Background: an optimization exercise with open tools, aiming at small area. Do not read the settings as production practice. Where RTL was checked, it was by simulation tests only, not by an equivalence proof against the original. Function not checked in run 6: the RTL went through the layout flow alone. Power and IR drop assume default switching activity.

[flow/run.sh]
#!/bin/bash
# synth_recipe.tcl (not shown) runs the flow's synth.tcl, then flattens the netlist and writes it again
# the make line also repeats each setting of config.mk as NAME=value (left out here)
make -C /OpenROAD-flow-scripts/flow DESIGN_CONFIG=/design/flow/config.mk WORK_HOME=/design/flow/orfs CLKGATE_MAP_FILE= SYNTH_SCRIPT=/design/flow/synth_recipe.tcl finish
[flow/config.mk]
export PLATFORM = sky130hd
export DESIGN_NAME = driver_top
export DESIGN_NICKNAME = driver_top
export VERILOG_FILES = /design/flow/design.v
export SDC_FILE = /design/flow/constraint.sdc
export NUM_CORES = 4
export LEC_CHECK = 0
export CAP_MARGIN = 20
export CORE_MARGIN = 2
export CORE_UTILIZATION = 55
export SLEW_MARGIN = 20
export SYNTH_HIERARCHICAL = 1
[flow/constraint.sdc]
create_clock -name core_clock -period 4.0 [get_ports {clock}]
set_input_delay 0.8000 -clock core_clock [delete_from_list [all_inputs] [get_ports {clock}]]
set_output_delay 0.8000 -clock core_clock [all_outputs]
set_load 0.01 [all_outputs]
[flow/design.v]
`default_nettype none
package driver_pkg;
  localparam int NUM_DRIVERS = 10;
  localparam int MEM_LENGTH  = 48;
  localparam int PIN_W       = 2;
endpackage
`default_nettype wire
`timescale 1ns/1ps
`default_nettype none
module driver_top (
  input  logic        clock,
  input  logic        reset_i,
  input  logic        sclk_i,
  input  logic        mosi_i,
  input  logic        ss_n_i,
  input  logic        control_trigger_i,
  input  logic        latch_data_i,
  output logic [19:0] driver_io_o,
  output logic [19:0] driver_oeb_o,
  output logic        update_cycle_complete_o
);
  logic ss_n_m, sclk_m, mosi_m, trig_m, latch_m;
  logic ss_n_s, sclk_s, mosi_s, trig_s, latch_s;
  logic sclk_prev, ss_n_prev, trig_prev, latch_prev;
  always_ff @(posedge clock) begin
    ss_n_m <= ss_n_i; sclk_m <= sclk_i; mosi_m <= mosi_i;
    trig_m <= control_trigger_i; latch_m <= latch_data_i;
    ss_n_s <= ss_n_m; sclk_s <= sclk_m; mosi_s <= mosi_m;
    latch_s <= latch_m;
    sclk_prev <= sclk_s; ss_n_prev <= ss_n_s;
    trig_prev <= trig_s; latch_prev <= latch_s;
  end
  always_ff @(posedge clock) begin
    if (reset_i) trig_s <= 1'b0;
    else         trig_s <= trig_m;
  end
  logic sclk_rise, frame_end, trig_rise, latch_rise;
  assign sclk_rise  = sclk_s & ~sclk_prev;
  assign frame_end  = ss_n_s & ~ss_n_prev;
  assign trig_rise  = trig_s & ~trig_prev;
  assign latch_rise = latch_s & ~latch_prev;
  logic [5:0] bit_cnt;
  logic [7:0] c_oi;
  logic [5:0] c_addr, c_dat;
  logic [3:0] c_opc, c_idx;
  always_ff @(posedge clock) begin
    if (reset_i || ss_n_s) begin
      bit_cnt <= '0;
    end else if (sclk_rise && bit_cnt != 6'd63) begin
      bit_cnt <= bit_cnt + 1'b1;
    end
  end
  always_ff @(posedge clock) begin
    if (sclk_rise) begin
      if (bit_cnt[5:3] == 3'b000)
        c_oi <= {c_oi[6:0], mosi_s};
      if (bit_cnt[5:3] == 3'b001 && (bit_cnt[2] || bit_cnt[1]))
        c_addr <= {c_addr[4:0], mosi_s};
      if (bit_cnt[5:3] == 3'b011 && (bit_cnt[2] || bit_cnt[1]))
        c_dat <= {c_dat[4:0], mosi_s};
    end
  end
  assign c_opc = c_oi[7:4];
  assign c_idx = c_oi[3:0];
  localparam logic [1:0] T_NONE = 2'd0, T_WR = 2'd1, T_INV = 2'd2, T_LEN = 2'd3;
  logic       w_valid;
  logic [1:0] w_typ;
  logic [3:0] w_idx;
  logic [5:0] w_x;
  logic [1:0] w_dat;
  logic       take;
  logic       word_in;
  logic       c_idx_ok;
  logic [1:0] c_typ;
  logic [5:0] c_lm1;
  assign word_in  = frame_end && !w_valid && bit_cnt == 6'd32;
  assign c_idx_ok = c_idx < 4'd10;
  assign c_lm1    = (c_dat == 6'd0 || c_dat > 6'd48) ? 6'd47 : c_dat - 1'b1;
  always_comb begin
    c_typ = T_NONE;
    if (c_opc == 4'd1 && c_idx_ok && c_addr < 6'd48) c_typ = T_WR;
    if (c_opc == 4'd2 && c_idx_ok)                   c_typ = T_INV;
    if (c_opc == 4'd3)                               c_typ = T_LEN;
  end
  always_ff @(posedge clock) begin
    if (reset_i) begin
      w_valid <= 1'b0;
    end else if (w_valid) begin
      if (take) w_valid <= 1'b0;
    end else if (word_in) begin
      w_valid <= 1'b1;
    end
  end
  always_ff @(posedge clock) begin
    if (word_in) begin
      w_typ <= c_typ;
      w_idx <= c_idx;
      w_x   <= (c_opc == 4'd3) ? c_lm1 : c_addr;
      w_dat <= c_dat[1:0];
    end
  end
  logic       clear_active;
  logic [2:0] u_hi, u_lo;
  logic       play;
  logic [5:0] pa;            
  logic [5:0] lm1;           
  logic [9:0] inv;
  assign take = w_valid & ~clear_active & ~play;
  logic [2:0] u_hi_nx, u_lo_nx;
  always_comb begin
    u_lo_nx = u_lo + 1'b1;
    u_hi_nx = u_hi;
    if (u_lo == 3'd7) u_hi_nx = (u_hi == 3'd5) ? 3'd0 : u_hi + 1'b1;
    if (reset_i) begin
      u_lo_nx = '0;
      u_hi_nx = '0;
    end
  end
  always_ff @(posedge clock) begin
    u_hi <= u_hi_nx;
    u_lo <= u_lo_nx;
    if (reset_i) begin
      clear_active <= 1'b1;
    end else if (u_lo == 3'd7 && u_hi == 3'd5) begin
      clear_active <= 1'b0;
    end
  end
  always_ff @(posedge clock) begin
    if (reset_i) begin
      inv <= '0;
      lm1 <= 6'd47;
    end else if (take) begin
      if (w_typ == T_INV) inv[w_idx] <= w_dat[0];
      if (w_typ == T_LEN) lm1 <= w_x;
    end
  end
  logic       play_nx, done_nx;
  logic [5:0] pa_nx;
  always_comb begin
    play_nx = play;
    pa_nx   = pa;
    done_nx = 1'b0;
    if (!play) begin
      if (trig_rise) play_nx = 1'b1;
    end else if (latch_rise) begin
      if (pa == lm1) begin
        play_nx = 1'b0;
        pa_nx   = '0;
        done_nx = 1'b1;
      end else begin
        pa_nx = pa + 1'b1;
      end
    end
    if (reset_i) begin
      play_nx = 1'b0;
      pa_nx   = '0;
      done_nx = 1'b0;
    end
  end
  always_ff @(posedge clock) begin
    play                    <= play_nx;
    pa                      <= pa_nx;
    update_cycle_complete_o <= done_nx;
  end
  logic       acc_wr, w_pend;
  logic       s_valid;
  logic [3:0] s_ch;
  logic [5:0] s_addr;
  logic [1:0] s_dat;
  logic       s_hit, s_load;
  assign s_hit  = s_valid && s_addr == {u_hi, u_lo};
  assign s_load = (acc_wr | w_pend) & (~s_valid | s_hit);
  always_ff @(posedge clock) begin
    if (reset_i) begin
      acc_wr  <= 1'b0;
      w_pend  <= 1'b0;
      s_valid <= 1'b0;
    end else begin
      acc_wr  <= take && w_typ == T_WR;
      w_pend  <= (acc_wr | w_pend) & ~s_load;
      s_valid <= s_load | (s_valid & ~s_hit);
    end
  end
  always_ff @(posedge clock) begin
    if (s_load) begin
      s_ch   <= w_idx;
      s_addr <= w_x;
      s_dat  <= w_dat;
    end
  end
  logic [959:0] ring;
  logic [19:0]  head;
  always_comb begin
    head = ring[19:0];
    for (int g = 0; g < 10; g++) begin
      if (s_hit && s_ch == 4'(g)) head[2*g +: 2] = s_dat;
    end
    if (clear_active) head = '0;
  end
  always_ff @(posedge clock) begin
    ring <= {head, ring[959:20]};
  end
  logic [3:0]  lo_diff;
  logic [2:0]  pos_lo;
  logic [3:0]  hi_diff;
  logic [2:0]  pos_hi;
  logic [5:0]  hi_sel;
  logic [7:0]  lo_sel;
  logic [47:0] sel;
  logic [19:0] rd, val;
  assign lo_diff = {1'b0, pa_nx[2:0]} - {1'b0, u_lo_nx};
  assign pos_lo  = lo_diff[2:0];
  assign hi_diff = {1'b0, pa_nx[5:3]} - {1'b0, u_hi_nx} - {3'b0, lo_diff[3]};
  assign pos_hi  = hi_diff[3] ? 3'(hi_diff + 4'd6) : hi_diff[2:0];
  always_ff @(posedge clock) begin
    for (int h = 0; h < 6; h++) hi_sel[h] <= pos_hi == 3'(h);
    for (int l = 0; l < 8; l++) lo_sel[l] <= pos_lo == 3'(l);
  end
  always_comb begin
    for (int p = 0; p < 48; p++) sel[p] = hi_sel[p / 8] & lo_sel[p % 8];
  end
  logic [15:0] grp_n [20];
  for (genvar l = 0; l < 20; l++) begin : g_lane
    for (genvar j = 0; j < 16; j++) begin : g_grp
      aoi222 i_aoi (
        .a0 (sel[3*j]),   .b0 (ring[20*(3*j)   + l]),
        .a1 (sel[3*j+1]), .b1 (ring[20*(3*j+1) + l]),
        .a2 (sel[3*j+2]), .b2 (ring[20*(3*j+2) + l]),
        .y  (grp_n[l][j])
      );
    end
    assign rd[l] = ~&grp_n[l];
  end
  always_comb begin
    val = rd;
    for (int g = 0; g < 10; g++) begin
      if (s_valid && s_ch == 4'(g) && s_addr == pa) val[2*g +: 2] = s_dat;
      if (w_pend && w_idx == 4'(g) && w_x == pa)    val[2*g +: 2] = w_dat;
    end
  end
  logic oeb_q;
  always_ff @(posedge clock) begin
    if (reset_i || !play) begin
      driver_io_o <= '0;
      oeb_q       <= 1'b1;
    end else begin
      for (int g = 0; g < 10; g++) driver_io_o[2*g +: 2] <= val[2*g +: 2] ^ {2{inv[g]}};
      oeb_q <= 1'b0;
    end
  end
  assign driver_oeb_o = {20{oeb_q}};
endmodule
module aoi222 (
  input  logic a0, b0, a1, b1, a2, b2,
  output logic y
);
  assign y = ~((a0 & b0) | (a1 & b1) | (a2 & b2));
endmodule
`default_nettype wire
==> summary.txt, run 1 <==
Timing
  – Max Fclk: 278 MHz
  – TNS Setup: 0 ps
  – Period utilization: 0.901
  – Max-slew violation count: 0
  – Final Critical Period: 3600 ps
  – RSZ-0062 raised after global routing: false
  – Final setup fails: 0
  – Post-route clock skew: ~29 ps
  – Slew headroom: 0.253
  – Worst-margin pin slew: between 1000 and 1500 ps
  – Worst setup margin: 397 ps
  – Fin. Hold Viols: 0
  – WHS: 327 ps

Synth
  – Async S/R FF share, synth: 0
  – Synth warnings: 8
  – Syn Inst Count: ~2100
  – Yosys top cell area share: 0.697
  – Area contributors post-synth: dfxtp_1 70%, a222oi_1 11%, edfxtp_1 4.6%
  – Synth Register Bits: 1096
  – Synth area leader: dfxtp_1
  – Post-Synthesis Mean Instance Area: roughly 14 sq um
  – Number of synthesized flops with an enable pin: 46
  – Yosys cell types: about 60
  – Mapped Area: 30200 sq um
  – Sequential share of the synthesized area: 0.742
  – Net Count, Synth: 2153
  – Ys flop type: dfxtp_1

Global route
  – Initial antenna violation count: 6
  – First-pass GRT wire length: 119000 um
  – Vias in the first global route: 18800
  – GR Util met2: 0.415
  – Grt met3 use: 0.0647
  – GRT overflow: 0
  – Maximum number of pins on one net before global-route repair: 27
  – Layer with the highest usage: met2
  – M1 GR Usage: 0.412
  – Tot GR Track Use: 0.283

CTS
  – Post-CTS Resized: 0
  – Clk sink count: 1096
  – Root Driver: clkbuf_16
  – # Post-CTS Setup Buffers: 0
  – CTS buffer count: 100
  – Clk latency of the worst-skew pair: 670 ps
  – Hold-fix buffers at CTS: 0
  – H-tree levels: 3
  – TritonCTS clock tree: yes
  – Max Root-Sink Buffers: 3
  – CTS clock-pin slew for the worst setup and hold paths: 60 ps

Route
  – # DRC: 0
  – Remaining antenna violation count: 0
  – WL final: 80900 um
  – Via density: 6.25
  – Vias: just under 20000
  – Post-DR wirelength/cell: 26.3 um
  – DRT Pass-1 Iters: 9
  – DRT iter0 DRCs: 2684

Worst setup path
  – CP required: 4560 ps
  – Worst Path Max Fanout: 6
  – Startpoint types: flip-flop
  – WP data arrival: ~4200 ps
  – Setup CP Type: flip-flop to flip-flop
  – Critical path capture point type: flip-flop

Power
  – Worst vdd ir: 0.395 mV
  – Static leakage: 13.4 nW
  – Total power divided by cell area: about 600 nW/um^2

Floorplan
  – Core box area: 54000 sq um
  – Starting Density: 0.558
  – # IOs: 48
  – Die ar.: around 57000 sq um
  – Die W: 238 um
  – Die Ht: 238 um
  – # rows: 85

Place
  – GPL Wtd Cong: 0.877
  – DP Worst Slack: 70.4 ps
  – I/O Buffers: 47
  – Hpwl dp: ~55000 um

Final layout
  – Share of layout cells above drive strength 1: 0.112
  – Core Util, Final: 0.654
  – Syn-to-layout area delta: 17.1%
  – Nets: 2329

Flow run
  – Max-cap check violation count: 0

Min path
  – Hold WC Path Type: flip-flop to flip-flop

Outcome
  – Status: timing/DRC/antenna clean
## synthesized netlist by cell type (4+ instances only)
cell,count
a222oi_1,320
dfxtp_1,1050
xnor2_1,21
nor2b_1,14
nand3_1,27
nor2_1,104
inv_1,25
clkbuf_1,22
or4_1,14
and3_1,4
o2111ai_1,9
and4_1,5
buf_4,20
xor2_1,20
or2_2,5
nor4_1,12
nor3_1,28
buf_2,5
a22o_1,9
mux2_2,4
nand4_1,99
mux2i_1,53
nand2_1,35
ha_1,16
nor3b_1,4
or2_0,8
a211o_1,9
a22oi_1,4
a21oi_1,19
and2_1,49
edfxtp_1,46
nand2b_1,16
o21ai_0,6
or3_1,8
## layout by cell type (no fill, tap or decap), drive strengths merged, types with 5 or more instances in the layout
master and instances:
a211o 9, a21oi 20, a222oi 320, a22o 9, and2 49, and4 5
buf 78, bufinv 8, clkbuf 146, clkdlybuf4s50 47, clkinv 22, dfxtp 1050
edfxtp 46, ha 16, inv 30, mux2i 53, nand2 35, nand2b 16
nand3 27, nand4 99, nor2 104, nor2b 14, nor3 28, nor4 13
o2111ai 9, o21ai 6, or2 13, or3 8, or4 14, xnor2 22
xor2 20
## Yosys stat by module, one instance, submodules excluded
module      times used  flip-flops and latches  cells inside  cell area (sq um)
aoi222             320                       0             1               10.0
driver_top           1                    1096          1807              27000
## cell families after synthesis
family	count (synthesis)	synth area share
AND/OR/NAND/NOR	442	0.0801
adder cells (fa/ha/maj)	19	0.00862
XOR/XNOR	43	0.0132
multiplexers	57	0.0191
flip-flops	1096	0.742
AO/OA/AOI/OAI	393	0.124
buffers and inverters	77	0.0126
## power by group
part           internal (W)  switching [W]
clock network       0.00579        0.00406
logic              0.000108       0.000258
registers            0.0110      0.0000590
total                0.0169        0.00437
## metal layers
metal  part of all wire  wire, um
met5                  0         0
met2               0.43     34800
met3              0.086      6990
met1               0.45     36500
met4              0.033      2710
## metrics by stage
step | std cells | area, sq um | total power [W]
floorplan | 2127 | 30200 | 0.0115
global placement | 2897 | 31800 | 0.0117
detailed placement | 2897 | 31800 | 0.0117
CTS | 3080 | 35300 | 0.0214
global route | 3080 | 35300 | 0.0219
finish | 3081 | 35300 | 0.0213
## registers in the layout, indices dropped and copies added (netlist names), 3 cells and up
name         count
bit_cnt          6
c_addr           6
c_dat            6
c_oi             8
driver_io_o     20
hi_sel           6
inv             10
lm1              6
lo_sel           8
pa               6
ring           960
s_addr           6
s_ch             4
u_hi             3
u_lo             3
w_idx            4
w_x              6
## layout make-up
type                            count  area, sq um
Tap cell                          696          871
Timing Repair Buffer              125         1070
Clock buffer                      146         3030
Multi-Input combinational cell    954         7400
Inverter                           26         97.6
Clock inverter                     37          468
Sequential cell                  1096        22400
Antenna cell                        1         2.50
Fill cell                        3969        18700
## path summary, 6_finish.rpt
kind,slack [ps],start,cells past startpoint,to
max,400,pa[2],13,hi_sel[0]
min reg2reg,330,latch_m,0,latch_s
max reg2reg,400,pa[2],13,hi_sel[0]
min,330,latch_m,0,latch_s
## worst max-delay path, cell delays in order, from the launching register on
cell and delay (ps):
dfxtp_1 490, xor2_1 140, nor4_1 360, nand2_1 130, nand3_1 110, a21oi_1 90, ha_1 280, a21o_1 160
a21o_1 180, fa_1 380, inv_1 90, fa_1 490, xnor3_2 430, nor3_1 180
==> run 2: changes to the inputs <==
--- a/flow/config.mk
+++ b/flow/config.mk
@@ -9,4 +9,7 @@
 export CORE_MARGIN = 2
 export CORE_UTILIZATION = 55
+export CTS_BUF_LIST = sky130_fd_sc_hd__clkbuf_16
+export CTS_CLUSTER_DIAMETER = 50
+export CTS_CLUSTER_SIZE = 26
 export SLEW_MARGIN = 20
 export SYNTH_HIERARCHICAL = 1
==> summary.txt, run 2 <==
Outcome
  – Status: timing/DRC/antenna clean

Global route
  – Vias in the first global route: 18400
  – GRT overflow: 0
  – First-pass GRT wire length: 118000 um
  – Initial antenna violation count: 5
  – Tot GR Track Use: 0.280
  – Maximum number of pins on one net before global-route repair: 27

CTS
  – Root Driver: clkbuf_16
  – TritonCTS clock tree: yes
  – Post-CTS Resized: 0
  – Clk latency of the worst-skew pair: 640 ps
  – Max Root-Sink Buffers: 3
  – Clk sink count: between 1000 and 1500
  – CTS buffer count: 75
  – Hold-fix buffers at CTS: 0
  – CTS clock-pin slew for the worst setup and hold paths: 90 ps
  – # Post-CTS Setup Buffers: 0
  – H-tree levels: 3

Timing
  – Period utilization: 0.899
  – Worst-margin pin slew: between 1000 and 1500 ps
  – TNS Setup: 0 ps
  – Slew headroom: 0.247
  – Max-slew violation count: 0
  – Final setup fails: 0
  – RSZ-0062 raised after global routing: false
  – Final Critical Period: 3600 ps
  – Post-route clock skew: 37.9 ps
  – Max Fclk: 278 MHz
  – Fin. Hold Viols: 0

Worst setup path
  – WP data arrival: 4120 ps
  – Delay-heaviest family, CP: adder cells
  – CP bufs+invs: 1
  – Startpoint types: flip-flop
  – Critical-path cell list: xor2_1 -> nor4_1 -> nand2_1 -> nand3_1 -> a21oi_1 -> ha_1 -> a21o_1 -> a21o_1 -> fa_1 -> inv_1 -> fa_1 -> xnor3_2 -> nor3_1
  – Critical path capture point type: flip-flop
  – CP required: 4520 ps
  – Critical-path cell with the highest stage delay: dfxtp_1
  – Worst Path Max Fanout: 6
  – Slowest Stage Delay on Critical Path: 490 ps
  – Setup CP Type: flip-flop to flip-flop

Route
  – Remaining antenna violation count: 0
  – WL final: 79900 um
  – DRT iter0 DRCs: approximately 2700
  – Post-DR wirelength/cell: 26.3 um
  – Via density: 6.28
  – # DRC: 0
  – DRT Pass-1 Iters: 9
  – Vias: 19100

Synth
  – Top-count cell post-synth: dfxtp_1
  – Sequential share of the synthesized area: 0.742
  – Async S/R FF share, synth: 0
  – Net Count, Synth: 2153
  – Syn Inst Count: 2127
  – Post-Synthesis Mean Instance Area: ~14 sq um
  – Area contributors post-synth: dfxtp_1 70%, a222oi_1 11%, edfxtp_1 4.6%
  – Yosys top cell area share: 0.697
  – Number of synthesized flops with an enable pin: 46
  – Mapped Area: between 30000 and 40000 sq um
  – Ys flop type: dfxtp_1
  – Synth area leader: dfxtp_1
  – Yosys cell types: 61
  – Synth Register Bits: roughly 1100
  – Top post-synthesis cells by count: 1050 x dfxtp_1, 320 x a222oi_1, 104 x nor2_1
  – Synth warnings: 8

Place
  – Hpwl dp: 54900 um
  – I/O Buffers: 47
  – GPL Wtd Cong: 0.877

Power
  – Worst vdd ir: 0.416 mV
  – Switching Power: 0.00450 W
  – Internal power: 0.0151 W
  – Net Sw Frac: 0.229
  – Clock Power Share: 0.418
  – Static leakage: approximately 13 nW
  – Total power divided by cell area: approximately 570 nW/um^2
  – Flop pwr share: 0.563
  – Comb power frac: 0.019

Flow run
  – Max-cap check violation count: 0

Final layout
  – Ant diodes: 0
  – Top Registers: ring x960, driver_io_o x20, inv x10
  – Largest register FFs: 960
  – Syn-to-layout area delta: 14.4%
  – Commonest non-fill, non-tap cell in the layout: dfxtp_1
  – Reg with most FFs: ring
  – Nets: 2304
  – Core Util, Final: 0.639
  – Fillers: 4070
  – Share of layout cells above drive strength 1: 0.0983
  – Commonest cells after routing, fill and taps aside: 1050 x dfxtp_1, 320 x a222oi_1, 104 x nor2_1

Min path
  – Hold WC Path Type: flip-flop to flip-flop

Floorplan
  – Core box area: 54000 sq um
  – # IOs: 48
  – Die W: about 240 um
  – Starting Density: 0.558
  – Die Ht: around 240 um
  – # rows: 85
  – Die ar.: 56800 sq um
-- run 2: logic make-up (layout without fill, tap and decap cells) --
logic type	Yosys count	after routing	synth area share
simple gates	442	442	0.0801
compound gates	393	393	0.124
buf+inv	77	290	0.0126
mux	57	57	0.0191
xor+xnor	43	43	0.0132
flops	1096	1096	0.742
fa+ha+maj	19	19	0.00862
-- run 2: Yosys stat by module (local to each module, per instance) --
module / cell area [sq um] / cells inside / copies in the design
aoi222: 10.0 / 1 / 320
driver_top: 27000 / 1807 / 1
-- run 2: final cells by class --
class	instances	area, sq um	area share
clock buffer	76	1900	0.0551
clock inverter	63	776	0.0225
tap	696	871	0.0252
timing repair buffer	125	1070	0.0310
inverter	26	97.6	0.00283
sequential	1096	22400	0.649
multi-input combinational	954	7400	0.214
-- run 2: final timing paths --
check / start / endpoint / slack [ps] / cells past startpoint
setup reg to reg: pa[2] / hi_sel[0] / 400 / 13
setup / recovery: pa[2] / hi_sel[0] / 400 / 13
hold / removal: ring[25] / ring[5] / 320 / 0
hold reg to reg: ring[25] / ring[5] / 320 / 0
-- run 2: through the flow --
step | instances | cell area (sq um) | total power (W) | hold slack, ps | setup slack [ps]
final | 3036 | 34500 | 0.0196 | 316 | 405
after floorplan | 2127 | 30200 | 0.0115 | 310 | 441
after global routing | 3036 | 34500 | 0.0202 | 324 | 144
after global placement | 2897 | 31800 | 0.0117 | 310 | 156
after CTS | 3036 | 34500 | 0.0197 | 311 | 402
after detailed placement | 2897 | 31800 | 0.0117 | 312 | 70.4
-- run 2: layer usage --
metal | global-route usage | part of all wire
met1 | 0.409 | 0.45
met2 | 0.409 | 0.43
met3 | 0.0606 | 0.083
met4 | 0.100 | 0.036
met5 | 0 | 0
-- run 2: worst register-to-register path: stages, from the launching register on --
cell     delay (ps)
dfxtp_1         490
xor2_1          130
nor4_1          360
nand2_1         120
nand3_1         100
a21oi_1          90
ha_1            280
a21o_1          160
a21o_1          180
fa_1            380
inv_1            90
fa_1            490
xnor3_2         430
nor3_1          200
-- run 2: power groups by stage --
| stage | clock (W) | combinational, W | sequential [W] |
|---|---|---|---|
| after floorplan | 0 | 0.000187 | 0.0113 |
| after global placement | 0 | 0.000364 | 0.0113 |
| after detailed placement | 0 | 0.000365 | 0.0113 |
| after CTS | 0.00831 | 0.000365 | 0.0111 |
| after global routing | 0.00873 | 0.000386 | 0.0111 |
| final | 0.00821 | 0.000366 | 0.0111 |
==> run 3: changes to the inputs <==
--- a/flow/config.mk
+++ b/flow/config.mk
@@ -8,8 +8,8 @@
 export CAP_MARGIN = 20
 export CORE_MARGIN = 2
-export CORE_UTILIZATION = 55
+export CORE_UTILIZATION = 70
 export CTS_BUF_LIST = sky130_fd_sc_hd__clkbuf_16
-export CTS_CLUSTER_DIAMETER = 50
-export CTS_CLUSTER_SIZE = 26
+export CTS_CLUSTER_DIAMETER = 60
+export CTS_CLUSTER_SIZE = 30
 export SLEW_MARGIN = 20
 export SYNTH_HIERARCHICAL = 1
==> summary.txt, run 3 <==
Synth
  – Post-Synthesis Mean Instance Area: 14.2 sq um
  – Sequential share of the synthesized area: 0.742
  – Area contributors post-synth: dfxtp_1 70%, a222oi_1 11%, edfxtp_1 4.6%
  – Net Count, Synth: 2153
  – Mapped Area: about 30000 sq um
  – Async S/R FF share, synth: 0
  – Top post-synthesis cells by count: 1050 x dfxtp_1, 320 x a222oi_1, 104 x nor2_1
  – Top-count cell post-synth: dfxtp_1
  – Yosys top cell area share: 0.697
  – Yosys cell types: 61
  – Synth Register Bits: 1096
  – Number of synthesized flops with an enable pin: 46
  – Syn Inst Count: 2127
  – Synth warnings: 8
  – Ys flop type: dfxtp_1
  – Synth area leader: dfxtp_1

Worst setup path
  – Internal reg-to-reg setup slack: 310 ps
  – WP data arrival: around 4200 ps
  – Critical path capture point type: flip-flop
  – Worst Path Max Fanout: 6
  – Delay-heaviest family, CP: adder cells
  – Worst R2R Path Depth: 13
  – R2R Path Start: pa[2]
  – Slowest Stage Delay on Critical Path: around 510 ps
  – FF-to-FF End: hi_sel[3]
  – Critical-path cell list: xor2_1 -> nor4_1 -> nand2_1 -> nand3_1 -> a21oi_1 -> ha_1 -> a21o_1 -> a21o_1 -> fa_1 -> ha_1 -> a311oi_2 -> xor2_1 -> mux2i_1
  – Startpoint types: flip-flop
  – Critical-path cell with the highest stage delay: dfxtp_1
  – Setup CP Type: flip-flop to flip-flop
  – CP bufs+invs: 0
  – CP required: roughly 4600 ps

CTS
  – Clk latency of the worst-skew pair: approximately 640 ps
  – Clk sink count: approximately 1100
  – # Post-CTS Setup Buffers: 0
  – CTS clock-pin slew for the worst setup and hold paths: 110 ps
  – Post-CTS Resized: 0
  – TritonCTS clock tree: yes
  – CTS buffer count: 48
  – Hold-fix buffers at CTS: 0
  – Max Root-Sink Buffers: 3
  – H-tree levels: 2
  – Root Driver: clkbuf_16

Route
  – Via density: 6.79
  – Post-DR wirelength/cell: 26.8 um
  – Remaining antenna violation count: 0
  – # DRC: 0
  – Vias: 18900
  – WL final: approximately 75000 um
  – DRT Pass-1 Iters: 7
  – DRT iter0 DRCs: 3100

Timing
  – Final Critical Period: approximately 3700 ps
  – RSZ-0062 raised after global routing: false
  – Max-slew violation count: 0
  – Final setup fails: 0
  – Slew headroom: 0.171
  – Fin. Hold Viols: 0
  – Period utilization: 0.921
  – Worst-margin pin slew: 1240 ps
  – Max Fclk: 271 MHz
  – WHS: 337 ps
  – Worst setup margin: 315 ps
  – Post-route clock skew: 22.3 ps

Final layout
  – Commonest cells after routing, fill and taps aside: 1050 x dfxtp_1, 320 x a222oi_1, 104 x nor2_1
  – Syn-to-layout area delta: 9.16%
  – Reg with most FFs: ring
  – Largest register FFs: 960
  – Share of layout cells above drive strength 1: 0.0616
  – Top Registers: ring x960, driver_io_o x20, inv x10
  – Nets: 2239
  – Commonest non-fill, non-tap cell in the layout: dfxtp_1

Floorplan
  – Core box area: 42800 sq um
  – # rows: 76
  – # IOs: 48
  – Die Ht: 212 um
  – Die ar.: between 40000 and 50000 sq um
  – Die W: 212 um
  – Starting Density: 0.705

Min path
  – Hold WC Path Type: flip-flop to flip-flop
  – Min-delay src: ring[662]
  – WHS Endpoint: ring[642]
  – Hold Path Stages: 0

Global route
  – Initial antenna violation count: 10
  – GRT overflow: 0
  – Vias in the first global route: 18400
  – Maximum number of pins on one net before global-route repair: 32
  – First-pass GRT wire length: between 100000 and 150000 um
  – Tot GR Track Use: 0.334

Power
  – Total power divided by cell area: 527 nW/um^2
  – Static leakage: 12.2 nW
  – Worst vdd ir: roughly 0.44 mV

Outcome
  – Status: timing/DRC/antenna clean

Place
  – DP Worst Slack: -23.8 ps
  – Hpwl dp: between 50000 and 60000 um
  – I/O Buffers: 47
  – GPL Wtd Cong: 0.907

Flow run
  – Max-cap check violation count: 0
==> run 3: cell counts after synthesis <==
Identical to the previous run, type by type.
==> run 3: where the power goes <==
| part | leakage, nW | internal (W) | switching [W] |
|---|---|---|---|
| Sequential | 8.88 | 0.0110 | 0.0000486 |
| Clock | 0.771 | 0.00255 | 0.00342 |
| Combinational | 2.57 | 0.0000890 | 0.000251 |
==> run 3: worst max-delay path by stage <==
stage,cells after the start,slack (ps),startpoint,to
after floorplan,11,440,reset_i,hi_sel[0]
after global placement,10,100,reset_i,hi_sel[5]
after detailed placement,10,-20,reset_i,hi_sel[4]
after CTS,13,330,pa[2],hi_sel[3]
after global routing,13,140,pa[2],hi_sel[3]
final,13,310,pa[2],hi_sel[3]
==> run 3: metrics by stage <==
stage | utilization | area, sq um | TNS [ps] | std cells | total power (W)
after floorplan | - | 30200 | 0 | 2127 | 0.0115
after global placement | 0.732 | 31300 | 0 | 2708 | 0.0116
after detailed placement | 0.733 | 31400 | -27.4 | 2709 | 0.0116
after CTS | 0.770 | 32900 | 0 | 2788 | 0.0174
after global routing | 0.770 | 32900 | 0 | 2788 | 0.0178
final | 0.770 | 32900 | 0 | 2789 | 0.0174
==> run 3: final cells by class <==
| type | instances | area (sq um) |
|---|---|---|
| sequential | 1096 | 22400 |
| timing repair buffer | 87 | 771 |
| clock buffer | 49 | 1230 |
| inverter | 26 | 97.6 |
| antenna | 1 | 2.50 |
| tap | 546 | 683 |
| fill | 2671 | 9850 |
| clock inverter | 30 | 350 |
| multi-input combinational | 954 | 7400 |
==> run 3: routing by layer <==
metal  vias up  track usage  part of all wire
li1       8474            -                 -
met1      9385        0.492              0.43
met2       958        0.491              0.43
met3       127       0.0619              0.10
met4         0        0.130             0.034
met5         -            0                 0
==> run 3: cell families after synthesis <==
| logic type | count (synthesis) | synth area share |
|---|---|---|
| compound gates | 393 | 0.124 |
| xor+xnor | 43 | 0.0132 |
| fa+ha+maj | 19 | 0.00862 |
| buf+inv | 77 | 0.0126 |
| flops | 1096 | 0.742 |
| mux | 57 | 0.0191 |
| simple gates | 442 | 0.0801 |
==> run 3: per-module statistics from Yosys, one instance, submodules excluded <==
module | times used | cells inside
driver_top | 1 | 1807
aoi222 | 320 | 1
==> run 3: worst reg2reg max path: stages, from the launching register on <==
cell and delay (ps):
dfxtp_1 510, xor2_1 140, nor4_1 380, nand2_1 120
nand3_1 100, a21oi_1 130, ha_1 310, a21o_1 160
a21o_1 180, fa_1 390, ha_1 310, a311oi_2 340
xor2_1 330, mux2i_1 240
==> run 4: changes to the inputs <==
--- a/flow/config.mk
+++ b/flow/config.mk
@@ -8,8 +8,8 @@
 export CAP_MARGIN = 20
 export CORE_MARGIN = 2
-export CORE_UTILIZATION = 70
-export CTS_BUF_LIST = sky130_fd_sc_hd__clkbuf_16
-export CTS_CLUSTER_DIAMETER = 60
-export CTS_CLUSTER_SIZE = 30
+export CORE_UTILIZATION = 55
+export CTS_BUF_LIST = sky130_fd_sc_hd__clkbuf_8 sky130_fd_sc_hd__clkbuf_16
+export CTS_CLUSTER_DIAMETER = 45
+export CTS_CLUSTER_SIZE = 16
 export SLEW_MARGIN = 20
 export SYNTH_HIERARCHICAL = 1
==> summary.txt, run 4 <==
Final layout
  – Top Registers: ring x960, driver_io_o x20, inv x10
  – Fillers: 4001
  – Reg with most FFs: ring
  – Syn-to-layout area delta: 15.9%
  – Footprint of the multi-input gates: approximately 7400 sq um
  – Share of layout cells above drive strength 1: 0.106
  – Commonest non-fill, non-tap cell in the layout: dfxtp_1
  – Largest register FFs: 960
  – Reg area: 22400 sq um
  – Commonest cells after routing, fill and taps aside: 1050 x dfxtp_1, 320 x a222oi_1, 104 x nor2_1
  – Nets: 2325

Worst setup path
  – CP required: 4530 ps
  – Setup CP Type: flip-flop to flip-flop
  – Startpoint types: flip-flop
  – WP data arrival: between 4000 and 5000 ps
  – Worst Path Max Fanout: 6
  – Critical path capture point type: flip-flop

Timing
  – Max-slew violation count: 0
  – Max Fclk: 275 MHz
  – Slew headroom: 0.241
  – Worst-margin pin slew: 1140 ps
  – Worst setup margin: 360 ps
  – WHS: 327 ps
  – TNS Setup: 0 ps
  – Final Critical Period: ~3600 ps
  – RSZ-0062 raised after global routing: false
  – Final setup fails: 0
  – Period utilization: 0.910
  – Post-route clock skew: 21.9 ps
  – Fin. Hold Viols: 0

CTS
  – Clk sink count: 1096
  – Post-CTS Resized: 0
  – Clk latency of the worst-skew pair: around 640 ps
  – CTS buffer count: between 90 and 100
  – CTS clock-pin slew for the worst setup and hold paths: ~60 ps
  – H-tree levels: 3
  – TritonCTS clock tree: yes
  – # Post-CTS Setup Buffers: 0
  – Root Driver: clkbuf_16
  – Max Root-Sink Buffers: 3
  – Hold-fix buffers at CTS: 0

Floorplan
  – # IOs: between 40 and 50
  – # rows: 85
  – Die Ht: ~240 um
  – Starting Density: 0.558
  – Die W: around 240 um
  – Die ar.: ~57000 sq um
  – Core box area: 54000 sq um

Route
  – # DRC: 0
  – DRT iter0 DRCs: 2838
  – WL final: about 80000 um
  – Via density: ~6.2
  – Max layer used: met4
  – Vias: 19000
  – DRT Pass-1 Iters: 6
  – DR WL met3: 6740 um
  – Post-DR wirelength/cell: 26.3 um
  – Met2 WL: 34300 um
  – Remaining antenna violation count: 0
  – WL met1: 36300 um

Place
  – GPL Wtd Cong: around 0.88
  – Hpwl dp: 54900 um
  – I/O Buffers: 47
  – DP Worst Slack: 70.4 ps

Global route
  – Tot GR Track Use: 0.282
  – Vias in the first global route: 18700
  – Initial antenna violation count: 2
  – First-pass GRT wire length: 118000 um
  – Maximum number of pins on one net before global-route repair: 27
  – GRT overflow: 0

Synth
  – Synth area leader: dfxtp_1
  – Yosys top cell area share: 0.697
  – Synth Register Bits: 1096
  – Number of synthesized flops with an enable pin: 46
  – Area contributors post-synth: dfxtp_1 70%, a222oi_1 11%, edfxtp_1 4.6%
  – Top post-synthesis cells by count: 1050 x dfxtp_1, 320 x a222oi_1, 104 x nor2_1
  – Synth warnings: 8
  – Sequential share of the synthesized area: 0.742
  – Top-count cell post-synth: dfxtp_1
  – Mapped Area: 30200 sq um
  – Net Count, Synth: 2153
  – Async S/R FF share, synth: 0
  – Yosys cell types: 61
  – Post-Synthesis Mean Instance Area: 14.2 sq um
  – Syn Inst Count: 2127
  – Ys flop type: dfxtp_1

Min path
  – Hold WC Path Type: flip-flop to flip-flop

Power
  – Static leakage: ~13 nW
  – Worst vdd ir: approximately 0.44 mV
  – Total power divided by cell area: 589 nW/um^2

Outcome
  – Status: timing/DRC/antenna clean

Flow run
  – Max-cap check violation count: 0
==> run 4: cell counts after synthesis <==
No cell type changed its count.
==> run 4: worst paths after layout <==
kind | from | end | slack, ps | cells after the start
min | latch_m | latch_s | 330 | 0
max reg2reg | pa[2] | hi_sel[0] | 360 | 13
min reg2reg | latch_m | latch_s | 330 | 0
max | pa[2] | hi_sel[0] | 360 | 13
==> run 4: metal layers <==
metal  vias to the layer above  track usage
met5                         -            0
li1                       8678            -
met4                         0        0.103
met1                      9442        0.412
met2                       770        0.411
met3                       135       0.0624
==> run 4: worst max-delay path, cell delays in order, from the launching register on <==
cell	delay, ps
dfxtp_1	490
xor2_1	130
nor4_1	380
nand2_1	130
nand3_1	110
a21oi_1	90
ha_1	280
a21o_1	160
a21o_1	180
fa_1	380
inv_1	90
fa_1	490
xnor3_2	430
nor3_1	200
==> run 4: cells by family after synthesis <==
family / synth area share
simple gates: 0.0801
mux: 0.0191
compound gates: 0.124
flops: 0.742
xor+xnor: 0.0132
buf+inv: 0.0126
fa+ha+maj: 0.00862
==> run 4: cell type report <==
cell class	count	area share
inverter	26	0.00279
sequential	1096	0.641
antenna	1	0.0000716
tap	696	0.0249
multi-input combinational	954	0.212
clock inverter	50	0.0161
timing repair buffer	125	0.0306
clock buffer	105	0.0732
==> run 4: power breakdown <==
| part | total [W] | switching (W) | internal [W] |
|---|---|---|---|
| logic | 0.000367 | 0.000260 | 0.000108 |
| registers | 0.0111 | 0.0000586 | 0.0110 |
| clock network | 0.00915 | 0.00408 | 0.00507 |
==> run 4: modules after synthesis (local to each module, per instance) <==
module | flip-flops and latches | cell area (sq um) | copies in the design | cells inside
driver_top | 1096 | 27000 | 1 | 1807
aoi222 | 0 | 10.0 | 320 | 1
==> run 4: metrics by stage <==
step	utilization	std cells	area [sq um]	total power [W]
finish	0.647	3053	35000	0.0206
CTS	0.647	3052	35000	0.0207
floorplan	-	2127	30200	0.0115
global route	0.647	3052	35000	0.0212
detailed placement	0.589	2897	31800	0.0117
global placement	0.589	2897	31800	0.0117
==> run 5: changes to the inputs <==
==> flow/flow/run.sh (new file) <==
#!/bin/bash
set -e
cat >> config.mk <<'EOF'
export BUFFER_PORTS_ARGS = -buffer_cell sky130_fd_sc_hd__buf_1
export CTS_ARGS = -sink_clustering_enable -repair_clock_nets -sink_clustering_size 30 -sink_clustering_max_diameter 60 -buf_list sky130_fd_sc_hd__clkbuf_16 -dont_use_dummy_load
EOF
bash standard.sh > standard.log 2>&1
==> flow/standard.sh (new file) <==
#!/bin/bash
# synth_recipe.tcl (not shown) runs the flow's synth.tcl, then flattens the netlist and writes it again
# the make line also repeats each setting of config.mk as NAME=value (left out here)
make -C /OpenROAD-flow-scripts/flow DESIGN_CONFIG=/design/flow/config.mk WORK_HOME=/design/flow/orfs CLKGATE_MAP_FILE= SYNTH_SCRIPT=/design/flow/synth_recipe.tcl "${@:-finish}"
==> flow/config.mk (replaced) <==
export PLATFORM = sky130hd
export DESIGN_NAME = driver_top
export DESIGN_NICKNAME = driver_top
export VERILOG_FILES = /design/flow/design.v
export SDC_FILE = /design/flow/constraint.sdc
export NUM_CORES = 4
export LEC_CHECK = 0
export CAP_MARGIN = 20
export CORE_MARGIN = 2
export CORE_UTILIZATION = 70
export SLEW_MARGIN = 20
export SYNTH_HIERARCHICAL = 1
export BUFFER_PORTS_ARGS = -buffer_cell sky130_fd_sc_hd__buf_1
export CTS_ARGS = -sink_clustering_enable -repair_clock_nets -sink_clustering_size 30 -sink_clustering_max_diameter 60 -buf_list sky130_fd_sc_hd__clkbuf_16 -dont_use_dummy_load
removed: flow/run.sh
==> summary.txt, run 5 <==
CTS
  – Max Root-Sink Buffers: 3
  – TritonCTS clock tree: yes
  – CTS buffer count: 48
  – # Post-CTS Setup Buffers: 0
  – Post-CTS Resized: 0
  – Clk latency of the worst-skew pair: 630 ps
  – H-tree levels: 2
  – CTS clock-pin slew for the worst setup and hold paths: 100 ps
  – Root Driver: clkbuf_16
  – Hold-fix buffers at CTS: 0
  – Clk sink count: 1096

Route
  – WL final: 75000 um
  – Via density: 6.84
  – Remaining antenna violation count: 0
  – # DRC: 0
  – Vias: 18900
  – Post-DR wirelength/cell: 27.2 um
  – DRT iter0 DRCs: 3014
  – DRT Pass-1 Iters: 9

Final layout
  – Fillers: 2752
  – Share of layout cells above drive strength 1: 0.0520
  – Nets: between 2000 and 2500
  – Top Registers: ring x960, driver_io_o x20, inv x10
  – Design area: between 30000 and 40000 sq um
  – Syn-to-layout area delta: 7.01%
  – Footprint of the multi-input gates: 7410 sq um
  – Final non-filler cell total: 2758
  – Commonest non-fill, non-tap cell in the layout: dfxtp_1
  – Ant diodes: 0
  – Reg with most FFs: ring
  – Largest register FFs: 960
  – Reg area: 22400 sq um
  – Commonest cells after routing, fill and taps aside: 1049 x dfxtp_1, 320 x a222oi_1, 104 x nor2_1

Min path
  – Hold Path Stages: 1
  – WHS Endpoint: sclk_m
  – Min-delay src: sclk_i
  – Hold WC Path Type: input port to flip-flop

Place
  – Cells after DPL: 2710
  – I/O Buffers: 47
  – GPL Wtd Cong: 0.903
  – Placed cell area: slightly above 30000 sq um
  – Hpwl dp: 50900 um

Floorplan
  – Core box area: 42800 sq um
  – Starting Density: 0.705
  – Die ar.: 44800 sq um
  – Die W: 212 um
  – # IOs: 48
  – # rows: between 70 and 80
  – Die Ht: 212 um

Timing
  – Slew headroom: 0.224
  – Max Fclk: 266 MHz
  – RSZ-0062 raised after global routing: false
  – Final setup fails: 0
  – Worst-margin pin slew: 1160 ps
  – Post-route clock skew: between 60 and 70 ps
  – Period utilization: 0.939
  – WHS: approximately 300 ps
  – Final Critical Period: 3750 ps
  – TNS Setup: 0 ps
  – Max-slew violation count: 0
  – Fin. Hold Viols: 0

Synth
  – Ys flop type: dfxtp_1
  – Yosys top cell area share: 0.697
  – Yosys cell types: between 60 and 70
  – Area contributors post-synth: dfxtp_1 70%, a222oi_1 11%, edfxtp_1 4.6%
  – Async S/R FF share, synth: 0
  – Synth area leader: dfxtp_1
  – Net Count, Synth: 2153
  – Post-Synthesis Mean Instance Area: 14.2 sq um
  – Top-count cell post-synth: dfxtp_1
  – Synth Register Bits: 1096
  – Synth warnings: 8
  – Syn Inst Count: 2127
  – Mapped Area: 30200 sq um
  – Sequential share of the synthesized area: 0.742
  – Number of synthesized flops with an enable pin: 46
  – Top post-synthesis cells by count: 1050 x dfxtp_1, 320 x a222oi_1, 104 x nor2_1

Power
  – Static leakage: between 10 and 15 nW
  – Total power divided by cell area: 515 nW/um^2
  – Worst vdd ir: 0.427 mV

Worst setup path
  – CP bufs+invs: 1
  – Setup CP Type: flip-flop to flip-flop
  – FF-to-FF End: hi_sel[0]
  – Critical-path cell list: xor2_1 -> nor4_2 -> nand2_1 -> nand3_1 -> a21oi_1 -> ha_1 -> a21o_1 -> a21o_1 -> fa_1 -> inv_1 -> fa_1 -> xnor3_2 -> nor3_1
  – Worst Path Max Fanout: 6
  – Startpoint types: flip-flop
  – Critical-path cell with the highest stage delay: fa_1
  – Internal reg-to-reg setup slack: roughly 250 ps
  – Delay-heaviest family, CP: adder cells
  – Slowest Stage Delay on Critical Path: 500 ps
  – Critical path capture point type: flip-flop
  – Worst R2R Path Depth: 13
  – CP required: 4510 ps
  – R2R Path Start: pa[1]
  – WP data arrival: 4270 ps

Global route
  – First-pass GRT wire length: between 100000 and 150000 um
  – Maximum number of pins on one net before global-route repair: 31
  – Tot GR Track Use: 0.336
  – Vias in the first global route: 18100
  – Initial antenna violation count: 3
  – GRT overflow: 0

Outcome
  – Status: timing/DRC/antenna clean

Flow run
  – Max-cap check violation count: 0
-- run 5: cell counts after synthesis --
No cell type changed its count.
-- run 5: power breakdown --
part	internal (W)	total [W]	switching, W	leakage (nW)
logic	0.0000748	0.000324	0.000249	2.45
registers	0.0110	0.0111	0.0000458	8.88
clock network	0.00215	0.00526	0.00311	0.592
total	0.0132	0.0166	0.00341	11.9
-- run 5: Yosys stat by module, one instance, submodules excluded --
module	flops+latches	cell area (sq um)
driver_top	1096	27000
aoi222	0	10.0
-- run 5: worst max-delay path by stage --
stage	start	to	slack (ps)	cells after the start
final	pa[1]	hi_sel[0]	250	13
after global routing	pa[1]	hi_sel[0]	50	13
after CTS	pa[1]	hi_sel[0]	240	13
after detailed placement	reset_i	hi_sel[0]	230	10
after global placement	reset_i	hi_sel[5]	340	10
after floorplan	reset_i	hi_sel[0]	440	11
-- run 5: through the flow --
step / power [W] / util / setup slack, ps
6_report: 0.0166 / 0.755 / 246
3_5_place_dp: 0.0116 / 0.726 / 228
3_3_place_gp: 0.0116 / 0.726 / 339
5_1_grt: 0.0171 / 0.755 / 48.7
2_1_floorplan: 0.0115 / - / 441
4_1_cts: 0.0167 / 0.754 / 240
-- run 5: final cells by class --
class / count / share of cell area
Clock buffer: 48 / 0.0372
Multi-Input combinational cell: 954 / 0.230
Sequential cell: 1096 / 0.694
Tap cell: 546 / 0.0212
Timing Repair Buffer: 88 / 0.0152
Inverter: 26 / 0.00302
-- run 5: kinds of logic after synthesis --
| logic type | synth area share |
|---|---|
| flops | 0.742 |
| fa+ha+maj | 0.00862 |
| buf+inv | 0.0126 |
| mux | 0.0191 |
| compound gates | 0.124 |
| simple gates | 0.0801 |
| xor+xnor | 0.0132 |
-- run 5: per-layer routing --
layer  wire length (um)  track usage  vias to the layer above  share of wire
met5                  0            0                        -              0
met4               2710        0.122                        0          0.036
met3               8790        0.100                      134           0.12
met2              31800        0.486                      968           0.42
met1              31700        0.481                     9331           0.42
li1                   -            -                     8436              -
==> run 6: changes to the inputs <==
--- a/flow/design.v
+++ b/flow/design.v
@@ -208,5 +208,4 @@
   logic [7:0]  lo_sel;
   logic [47:0] sel;
-  logic [19:0] rd, val;
   assign lo_diff = {1'b0, pa_nx[2:0]} - {1'b0, u_lo_nx};
   assign pos_lo  = lo_diff[2:0];
@@ -220,6 +219,24 @@
     for (int p = 0; p < 48; p++) sel[p] = hi_sel[p / 8] & lo_sel[p % 8];
   end
-  logic [15:0] grp_n [20];
+  logic       en;
+  logic [9:0] k_rd, k_w, k_s, inv_e;
+  logic [9:0] w_m, s_m;
+  logic       w_at_pa, s_at_pa;
+  logic [19:0] io_d;
+  assign en      = play & ~reset_i;
+  assign w_at_pa = w_pend & (w_x == pa);
+  assign s_at_pa = s_valid & (s_addr == pa);
+  always_comb begin
+    for (int g = 0; g < 10; g++) begin
+      w_m[g]   = w_at_pa & (w_idx == 4'(g));
+      s_m[g]   = s_at_pa & (s_ch == 4'(g));
+      k_rd[g]  = en & ~w_m[g] & ~s_m[g];
+      k_w[g]   = en & w_m[g];
+      k_s[g]   = en & ~w_m[g] & s_m[g];
+      inv_e[g] = en & inv[g];
+    end
+  end
   for (genvar l = 0; l < 20; l++) begin : g_lane
+    logic [15:0] grp_n;
     for (genvar j = 0; j < 16; j++) begin : g_grp
       aoi222 i_aoi (
@@ -227,25 +244,22 @@
         .a1 (sel[3*j+1]), .b1 (ring[20*(3*j+1) + l]),
         .a2 (sel[3*j+2]), .b2 (ring[20*(3*j+2) + l]),
-        .y  (grp_n[l][j])
+        .y  (grp_n[j])
       );
     end
-    assign rd[l] = ~&grp_n[l];
-  end
-  always_comb begin
-    val = rd;
-    for (int g = 0; g < 10; g++) begin
-      if (s_valid && s_ch == 4'(g) && s_addr == pa) val[2*g +: 2] = s_dat;
-      if (w_pend && w_idx == 4'(g) && w_x == pa)    val[2*g +: 2] = w_dat;
-    end
+    lane_out i_out (
+      .grp_n (grp_n),
+      .k_rd  (k_rd[l/2]),
+      .k_w   (k_w[l/2]),
+      .w_d   (w_dat[l%2]),
+      .k_s   (k_s[l/2]),
+      .s_d   (s_dat[l%2]),
+      .inv_e (inv_e[l/2]),
+      .d     (io_d[l])
+    );
   end
   logic oeb_q;
   always_ff @(posedge clock) begin
-    if (reset_i || !play) begin
-      driver_io_o <= '0;
-      oeb_q       <= 1'b1;
-    end else begin
-      for (int g = 0; g < 10; g++) driver_io_o[2*g +: 2] <= val[2*g +: 2] ^ {2{inv[g]}};
-      oeb_q <= 1'b0;
-    end
+    driver_io_o <= io_d;
+    oeb_q       <= ~en;
   end
   assign driver_oeb_o = {20{oeb_q}};
@@ -258,2 +272,17 @@
 endmodule
 `default_nettype wire
+module lane_out (
+  input  logic [15:0] grp_n,
+  input  logic        k_rd, k_w, w_d, k_s, s_d, inv_e,
+  output logic        d
+);
+  logic rd, val_n;
+  assign rd = ~&grp_n;
+  aoi222 i_sel (
+    .a0 (k_rd), .b0 (rd),
+    .a1 (k_w),  .b1 (w_d),
+    .a2 (k_s),  .b2 (s_d),
+    .y  (val_n)
+  );
+  assign d = ~(val_n ^ inv_e);
+endmodule
==> flow/run.sh (new file) <==
#!/bin/bash
# synth_recipe.tcl (not shown) runs the flow's synth.tcl, then flattens the netlist and writes it again
# the make line also repeats each setting of config.mk as NAME=value (left out here)
make -C /OpenROAD-flow-scripts/flow DESIGN_CONFIG=/design/flow/config.mk WORK_HOME=/design/flow/orfs CLKGATE_MAP_FILE= SYNTH_SCRIPT=/design/flow/synth_recipe.tcl finish
==> flow/config.mk (replaced) <==
export PLATFORM = sky130hd
export DESIGN_NAME = driver_top
export DESIGN_NICKNAME = driver_top
export VERILOG_FILES = /design/flow/design.v
export SDC_FILE = /design/flow/constraint.sdc
export NUM_CORES = 4
export LEC_CHECK = 0
export CAP_MARGIN = 20
export CORE_MARGIN = 2
export CORE_UTILIZATION = 70
export CTS_BUF_LIST = sky130_fd_sc_hd__clkbuf_16
export CTS_CLUSTER_DIAMETER = 60
export CTS_CLUSTER_SIZE = 30
export SLEW_MARGIN = 20
export SYNTH_HIERARCHICAL = 1
removed: flow/flow/run.sh
removed: flow/standard.sh
==> summary.txt, run 6 <==
Outcome
  – Status: timing/DRC/antenna clean

Synth
  – Area contributors post-synth: dfxtp_1 71%, a222oi_1 11%, edfxtp_1 4.6%
  – Ys flop type: dfxtp_1
  – Syn Inst Count: 2064
  – Yosys cell types: 46
  – Number of synthesized flops with an enable pin: 46
  – Synth area leader: dfxtp_1
  – Synth Register Bits: 1096
  – Sequential share of the synthesized area: 0.752
  – Post-Synthesis Mean Instance Area: 14.4 sq um
  – Yosys top cell area share: 0.706
  – Async S/R FF share, synth: 0
  – Mapped Area: ~30000 sq um
  – Top-count cell post-synth: dfxtp_1
  – Top post-synthesis cells by count: 1050 x dfxtp_1, 340 x a222oi_1, 94 x nor2_1
  – Synth warnings: 7
  – Net Count, Synth: 2090

Floorplan
  – Die W: 210 um
  – Die ar.: 44200 sq um
  – Starting Density: 0.710
  – # IOs: 48
  – Core box area: between 40000 and 50000 sq um
  – Die Ht: 210 um
  – # rows: 75

Power
  – Static leakage: 12.2 nW
  – Total power: 0.0174 W
  – Worst vdd ir: 0.412 mV
  – Total power divided by cell area: 531 nW/um^2

Place
  – Hpwl dp: 50900 um
  – GPL Wtd Cong: 0.897
  – I/O Buffers: 47
  – Placed cell area: 31200 sq um
  – Cells after DPL: 2672

Worst setup path
  – WP data arrival: just over 4000 ps
  – CP bufs+invs: 1
  – Critical path capture point type: flip-flop
  – Delay-heaviest family, CP: simple AND/OR/NAND/NOR gates
  – Instance count on the critical path: 13
  – Critical-path cell with the highest stage delay: or3b_2
  – CP required: 4550 ps
  – Critical-path cell list: nand3b_1 -> nor3_1 -> nand2_1 -> nand2b_1 -> nor2_1 -> ha_1 -> a21o_1 -> a21o_1 -> fa_1 -> inv_1 -> fa_1 -> or3b_2 -> mux2i_1
  – Slowest Stage Delay on Critical Path: 510 ps
  – Setup CP Type: flip-flop to flip-flop
  – Worst R2R Path Depth: 13
  – Worst Path Max Fanout: 6
  – Startpoint types: flip-flop

Final layout
  – Footprint of the multi-input gates: 7060 sq um
  – Final non-filler cell total: 2752
  – Reg area: 22400 sq um
  – Syn-to-layout area delta: 9.94%
  – Reg with most FFs: ring
  – Design area: approximately 33000 sq um
  – Share of layout cells above drive strength 1: 0.0714
  – Ant diodes: 0
  – Top Registers: ring x960, driver_io_o x20, inv x10
  – Fillers: 2580
  – Commonest cells after routing, fill and taps aside: 1050 x dfxtp_1, 340 x a222oi_1, 94 x nor2_1
  – Commonest non-fill, non-tap cell in the layout: dfxtp_1
  – Largest register FFs: 960
  – Nets: around 2200

Flow run
  – Max-cap check violation count: 0

Timing
  – Post-route clock skew: between 30 and 40 ps
  – Worst-margin pin slew: approximately 1300 ps
  – Final Critical Period: ~3600 ps
  – Fin. Hold Viols: 0
  – Max-slew violation count: 0
  – RSZ-0062 raised after global routing: false
  – Period utilization: 0.898
  – Slew headroom: 0.164
  – Max Fclk: 278 MHz
  – Final setup fails: 0

Route
  – DRT iter0 DRCs: around 3200
  – Vias: 18900
  – # DRC: 0
  – Remaining antenna violation count: 0
  – Via density: 6.88
  – WL final: slightly below 80000 um
  – DRT Pass-1 Iters: 10
  – Post-DR wirelength/cell: 28.9 um

CTS
  – Max Root-Sink Buffers: 3
  – TritonCTS clock tree: yes
  – H-tree levels: 2
  – CTS buffer count: 48
  – Post-CTS Resized: 0
  – Clk latency of the worst-skew pair: 650 ps
  – Hold-fix buffers at CTS: 0
  – Clk sink count: roughly 1100
  – Root Driver: clkbuf_16
  – # Post-CTS Setup Buffers: 0
  – CTS clock-pin slew for the worst setup and hold paths: 110 ps

Global route
  – GRT overflow: 0
  – Initial antenna violation count: 1
  – First-pass GRT wire length: 117000 um
  – Tot GR Track Use: 0.357
  – Maximum number of pins on one net before global-route repair: 31
  – Vias in the first global route: 18600

Min path
  – Hold Path Stages: 0
  – Hold WC Path Type: flip-flop to flip-flop
## run 6: cell types whose count changed after synthesis, sizes merged, moves of 12 or more
cell    change
mux2i      -26
a222oi     +20
nand3      -16
xnor2      +13
a21oi      +12
## run 6: final timing paths
check | startpoint | endpoint | slack (ps)
worst max-delay path | play | hi_sel[3] | 410
worst min-delay path | ring[257] | ring[237] | 330
worst max register to register | play | hi_sel[3] | 410
worst min register to register | ring[257] | ring[237] | 330
## run 6: logic make-up (layout without fill, tap and decap cells)
family                     Yosys count  after routing  share of synthesized area
adders and majority gates           19             19                    0.00874
muxes                               27             27                    0.00907
AOI/OAI and AO/OA                  405            405                      0.127
xor gates and xnor gates            64             64                     0.0196
buffers and inverters               66            215                     0.0114
DFF                               1096           1096                      0.752
and+or+nand+nor                    387            387                     0.0717
## run 6: power by group
part	internal (W)	leakage, nW	switching [W]
combinational	0.000105	2.54	0.000299
clock	0.00246	0.766	0.00348
sequential	0.0110	8.88	0.0000431
total	0.0136	12.2	0.00382
## run 6: final cells by class
class                   count  area share
multi-input cells         902       0.216
clock inverters            29     0.00921
flip-flops and latches   1096       0.684
repair buffers            111      0.0295
well taps                 539      0.0206
inverters                  25     0.00287
clock buffers              50      0.0382
## run 6: Yosys stat by module, one instance, submodules excluded
module      cells inside  copies in the design  flip-flops and latches
lane_out               6                    20                       0
driver_top          1604                     1                    1096
aoi222                 1                   340                       0
## run 6: through the flow
| step | setup TNS [ps] | hold slack [ps] | util | setup slack [ps] |
|---|---|---|---|---|
| finish | 0 | 333 | 0.781 | 409 |
| global route | 0 | 340 | 0.781 | 99.4 |
| CTS | 0 | 338 | 0.780 | 419 |
| detailed placement | -33.5 | 314 | 0.743 | -33.5 |
| global placement | 0 | 310 | 0.743 | 27.8 |
| floorplan | 0 | 310 | - | 574 |
## run 6: metal layers
| metal | track usage | vias to the layer above | wire length, um |
|---|---|---|---|
| li1 | - | 8313 | - |
| met1 | 0.485 | 9319 | 31400 |
| met2 | 0.562 | 1119 | 35700 |
| met3 | 0.0760 | 194 | 8840 |
| met4 | 0.147 | 0 | 3450 |
| met5 | 0 | - | 0 |
==> run 7: changes to the inputs <==
--- a/flow/design.v
+++ b/flow/design.v
@@ -205,6 +205,4 @@
   logic [3:0]  hi_diff;
   logic [2:0]  pos_hi;
-  logic [5:0]  hi_sel;
-  logic [7:0]  lo_sel;
   logic [47:0] sel;
   assign lo_diff = {1'b0, pa_nx[2:0]} - {1'b0, u_lo_nx};
@@ -212,10 +210,12 @@
   assign hi_diff = {1'b0, pa_nx[5:3]} - {1'b0, u_hi_nx} - {3'b0, lo_diff[3]};
   assign pos_hi  = hi_diff[3] ? 3'(hi_diff + 4'd6) : hi_diff[2:0];
-  always_ff @(posedge clock) begin
-    for (int h = 0; h < 6; h++) hi_sel[h] <= pos_hi == 3'(h);
-    for (int l = 0; l < 8; l++) lo_sel[l] <= pos_lo == 3'(l);
-  end
-  always_comb begin
-    for (int p = 0; p < 48; p++) sel[p] = hi_sel[p / 8] & lo_sel[p % 8];
+  logic [5:0] hi_sel_n;
+  logic [7:0] lo_sel_n;
+  always_ff @(posedge clock) begin
+    for (int h = 0; h < 6; h++) hi_sel_n[h] <= pos_hi != 3'(h);
+    for (int l = 0; l < 8; l++) lo_sel_n[l] <= pos_lo != 3'(l);
+  end
+  for (genvar p = 0; p < 48; p++) begin : g_sel
+    nor2 i_sel (.a (hi_sel_n[p / 8]), .b (lo_sel_n[p % 8]), .y (sel[p]));
   end
   logic       en;
@@ -287,2 +287,8 @@
   assign d = ~(val_n ^ inv_e);
 endmodule
+module nor2 (
+  input  logic a, b,
+  output logic y
+);
+  assign y = ~(a | b);
+endmodule
==> flow/flow/run.sh (new file) <==
#!/bin/bash
set -e
cat >> config.mk <<'EOF'
export BUFFER_PORTS_ARGS = -buffer_cell sky130_fd_sc_hd__buf_1
export CTS_ARGS = -sink_clustering_enable -repair_clock_nets -sink_clustering_size 30 -sink_clustering_max_diameter 60 -buf_list sky130_fd_sc_hd__clkbuf_16 -dont_use_dummy_load
EOF
bash standard.sh > standard.log 2>&1
==> flow/standard.sh (new file) <==
#!/bin/bash
# synth_recipe.tcl (not shown) runs the flow's synth.tcl, then flattens the netlist and writes it again
# the make line also repeats each setting of config.mk as NAME=value (left out here)
make -C /OpenROAD-flow-scripts/flow DESIGN_CONFIG=/design/flow/config.mk WORK_HOME=/design/flow/orfs CLKGATE_MAP_FILE= SYNTH_SCRIPT=/design/flow/synth_recipe.tcl "${@:-finish}"
--- a/flow/config.mk
+++ b/flow/config.mk
@@ -9,7 +9,6 @@
 export CORE_MARGIN = 2
 export CORE_UTILIZATION = 70
-export CTS_BUF_LIST = sky130_fd_sc_hd__clkbuf_16
-export CTS_CLUSTER_DIAMETER = 60
-export CTS_CLUSTER_SIZE = 30
 export SLEW_MARGIN = 20
 export SYNTH_HIERARCHICAL = 1
+export BUFFER_PORTS_ARGS = -buffer_cell sky130_fd_sc_hd__buf_1
+export CTS_ARGS = -sink_clustering_enable -repair_clock_nets -sink_clustering_size 30 -sink_clustering_max_diameter 60 -buf_list sky130_fd_sc_hd__clkbuf_16 -dont_use_dummy_load
removed: flow/run.sh
==> summary.txt, run 7 <==
Timing
  – Final Critical Period: 3570 ps
  – WHS: 269 ps
  – Period utilization: 0.894
  – Final setup fails: 0
  – Max Fclk: 280 MHz
  – Worst-margin pin slew: between 1000 and 1500 ps
  – RSZ-0062 raised after global routing: false
  – Max-slew violation count: 0
  – TNS Setup: 0 ps
  – Post-route clock skew: around 66 ps
  – Fin. Hold Viols: 0
  – Slew headroom: 0.225

Place
  – I/O Buffers: 47
  – Hpwl dp: 50600 um
  – GPL Wtd Cong: between 0.8 and 0.9

CTS
  – Root Driver: clkbuf_16
  – # Post-CTS Setup Buffers: 0
  – Hold-fix buffers at CTS: 0
  – Clk latency of the worst-skew pair: between 600 and 700 ps
  – CTS clock-pin slew for the worst setup and hold paths: around 100 ps
  – CTS buffer count: 47
  – Post-CTS Resized: 0
  – H-tree levels: 2
  – TritonCTS clock tree: yes
  – Clk sink count: 1096
  – Max Root-Sink Buffers: 3

Route
  – DRT iter0 DRCs: 3459
  – Vias: around 19000
  – # DRC: 0
  – WL final: 81800 um
  – Via density: ~7
  – Remaining antenna violation count: 0
  – DRT Pass-1 Iters: 7
  – Post-DR wirelength/cell: 30.3 um

Synth
  – Mapped Area: 29700 sq um
  – Net Count, Synth: 2090
  – Ys flop type: dfxtp_1
  – Sequential share of the synthesized area: 0.754
  – Yosys top cell area share: 0.707
  – Area contributors post-synth: dfxtp_1 71%, a222oi_1 11%, edfxtp_1 4.6%
  – Async S/R FF share, synth: 0
  – Post-Synthesis Mean Instance Area: 14.4 sq um
  – Number of synthesized flops with an enable pin: 46
  – Yosys cell types: 59
  – Synth area leader: dfxtp_1
  – Top post-synthesis cells by count: 1050 x dfxtp_1, 340 x a222oi_1, 132 x nor2_1
  – Syn Inst Count: 2064
  – Synth warnings: 7
  – Top-count cell post-synth: dfxtp_1
  – Synth Register Bits: 1096

Final layout
  – Reg area: around 22000 sq um
  – Commonest non-fill, non-tap cell in the layout: dfxtp_1
  – Reg with most FFs: ring
  – Nets: around 2200
  – Share of layout cells above drive strength 1: 0.0685
  – Fillers: ~2700
  – Footprint of the multi-input gates: 7140 sq um
  – Syn-to-layout area delta: 7.75%
  – Top Registers: ring x960, driver_io_o x20, inv x10
  – Largest register FFs: 960
  – Commonest cells after routing, fill and taps aside: 1050 x dfxtp_1, 340 x a222oi_1, 98 x nor2_1

Floorplan
  – Die W: 210 um
  – Die Ht: 210 um
  – # IOs: 48
  – # rows: 75
  – Die ar.: around 44000 sq um
  – Starting Density: 0.708
  – Core box area: 41900 sq um

Flow run
  – Max-cap check violation count: 0

Global route
  – Initial antenna violation count: 0
  – Tot GR Track Use: 0.367
  – First-pass GRT wire length: 118000 um
  – Maximum number of pins on one net before global-route repair: 31
  – GRT overflow: 0
  – Vias in the first global route: approximately 19000

Power
  – Total power: 0.0167 W
  – Worst vdd ir: 0.458 mV
  – Static leakage: approximately 12 nW
  – Total power divided by cell area: around 520 nW/um^2

Worst setup path
  – CP required: 4510 ps
  – Critical-path cell with the highest stage delay: dfxtp_1
  – Critical path capture point type: flip-flop
  – WP data arrival: 4080 ps
  – Delay-heaviest family, CP: adder cells
  – Slowest Stage Delay on Critical Path: 510 ps
  – Worst Path Max Fanout: 7
  – Startpoint types: flip-flop
  – Setup CP Type: flip-flop to flip-flop
  – Critical-path cell list: xor2_1 -> nor4_4 -> nand2_1 -> nand3_1 -> a21oi_1 -> ha_1 -> a21o_1 -> a21o_1 -> fa_1 -> inv_1 -> fa_1 -> xor3_2 -> nand3b_1
  – CP bufs+invs: 1

Min path
  – Hold WC Path Type: input port to flip-flop

Outcome
  – Status: timing/DRC/antenna clean
-- run 7: cell types whose count changed after synthesis, moves of 4 or more --
cell      delta
nand2b_1     -6
nor2_1      +38
a211oi_1     -4
a21oi_1      -6
nor3b_1      -4
and2_1      -45
nand4_1      +5
nand2_1     +17
-- run 7: power by group --
group / leakage [nW] / internal [W] / switching, W
Clock: 0.579 / 0.00211 / 0.00310
Sequential: 8.88 / 0.0110 / 0.0000681
Combinational: 2.22 / 0.0000892 / 0.000332
-- run 7: Yosys stat by module, one instance, submodules excluded --
| module | cells | cell area, sq um |
|---|---|---|
| lane_out | 6 | 41.3 |
| driver_top | 1556 | 25300 |
| nor2 | 1 | 3.75 |
| aoi222 | 1 | 10.0 |
-- run 7: worst paths after layout --
path,startpoint,end,slack [ps],cells after the start
min reg2reg,ring[779],ring[759],300,0
max reg2reg,pa[0],hi_sel_n[4],430,13
max,pa[0],hi_sel_n[4],430,13
min,sclk_i,sclk_m,270,1
-- run 7: area by class of cell --
class,instances,share of cell area
Sequential cell,1096,0.700
Multi-Input combinational cell,901,0.223
Clock buffer,47,0.0367
Tap cell,539,0.0211
Timing Repair Buffer,94,0.0165
Inverter,24,0.00281
Antenna cell,1,0.0000782
-- run 7: cells by family after synthesis --
kind of cell,count (synthesis),share of synthesized area
AO/OA/AOI/OAI,400,0.127
XOR/XNOR,62,0.0191
adder cells (fa/ha/maj),19,0.00876
buffers and inverters,67,0.0116
flip-flops,1096,0.754
multiplexers,26,0.00876
AND/OR/NAND/NOR,394,0.0704
-- run 7: metal layers --
layer  vias up  wire length, um  track usage  part of all wire
met5         -                0            0                 0
met4         0             5320        0.218             0.065
met1      9247            30100        0.480              0.37
met2      1204            36200        0.561              0.44
li1       8240                -            -                 -
met3       271            10200       0.0898              0.12
-- run 7: stage by stage --
step | cell area [sq um] | worst slack [ps] | utilization | instances
floorplan | 29700 | 181 | - | 2064
global placement | 30800 | 329 | 0.735 | 2654
detailed placement | 30800 | 288 | 0.735 | 2654
CTS | 32000 | 421 | 0.763 | 2701
global route | 32000 | 197 | 0.763 | 2701
finish | 32000 | 426 | 0.763 | 2702

[static timing again, ports no longer ideal]
The results above use ideal ports. As a check the final layouts listed here were re-extracted and re-timed, cells and wires unchanged.
Step 1, drivers: a clkbuf_16 drives clock and a buf_2 each remaining input, both assumed.
Step 2 moves the port delays by t, midway between the first and last clock arrival at a register: inputs arrive t later, outputs are due t later. That takes back most of the time a late clock gives input paths.
a / b / c = ideal / step 1 / step 2; a / b = the first two.
run	t (ns)	setup WS [ns]	hold slack, ns	worst setup path at the end
run 1	0.713	0.397 / 0.397 / 0.083	0.327 / 0.327 / 0.327	input to register
run 2	0.685	0.405 / 0.405 / 0.043	0.316 / 0.316 / 0.316	input to register
run 3	0.684	0.315 / 0.315 / -0.078	0.337 / 0.337 / 0.337	input to register
run 4	0.696	0.360 / 0.360 / 0.037	0.327 / 0.327 / 0.327	input to register
run 5	0.659	0.246 / 0.246 / 0.158	0.295 / 0.259 / 0.316	input to register
run 6	0.693	0.409 / 0.409 / -0.037	0.333 / 0.333 / 0.333	input to register
run 7	0.660	0.426 / 0.426 / 0.253	0.269 / 0.250 / 0.297	input to register
Met with ideal ports but missed after step 2: setup timing in run 3 and run 6. The setup slack of run 6, which loses most, moves by 0.000 ns with the drivers and by -0.446 ns with both steps.
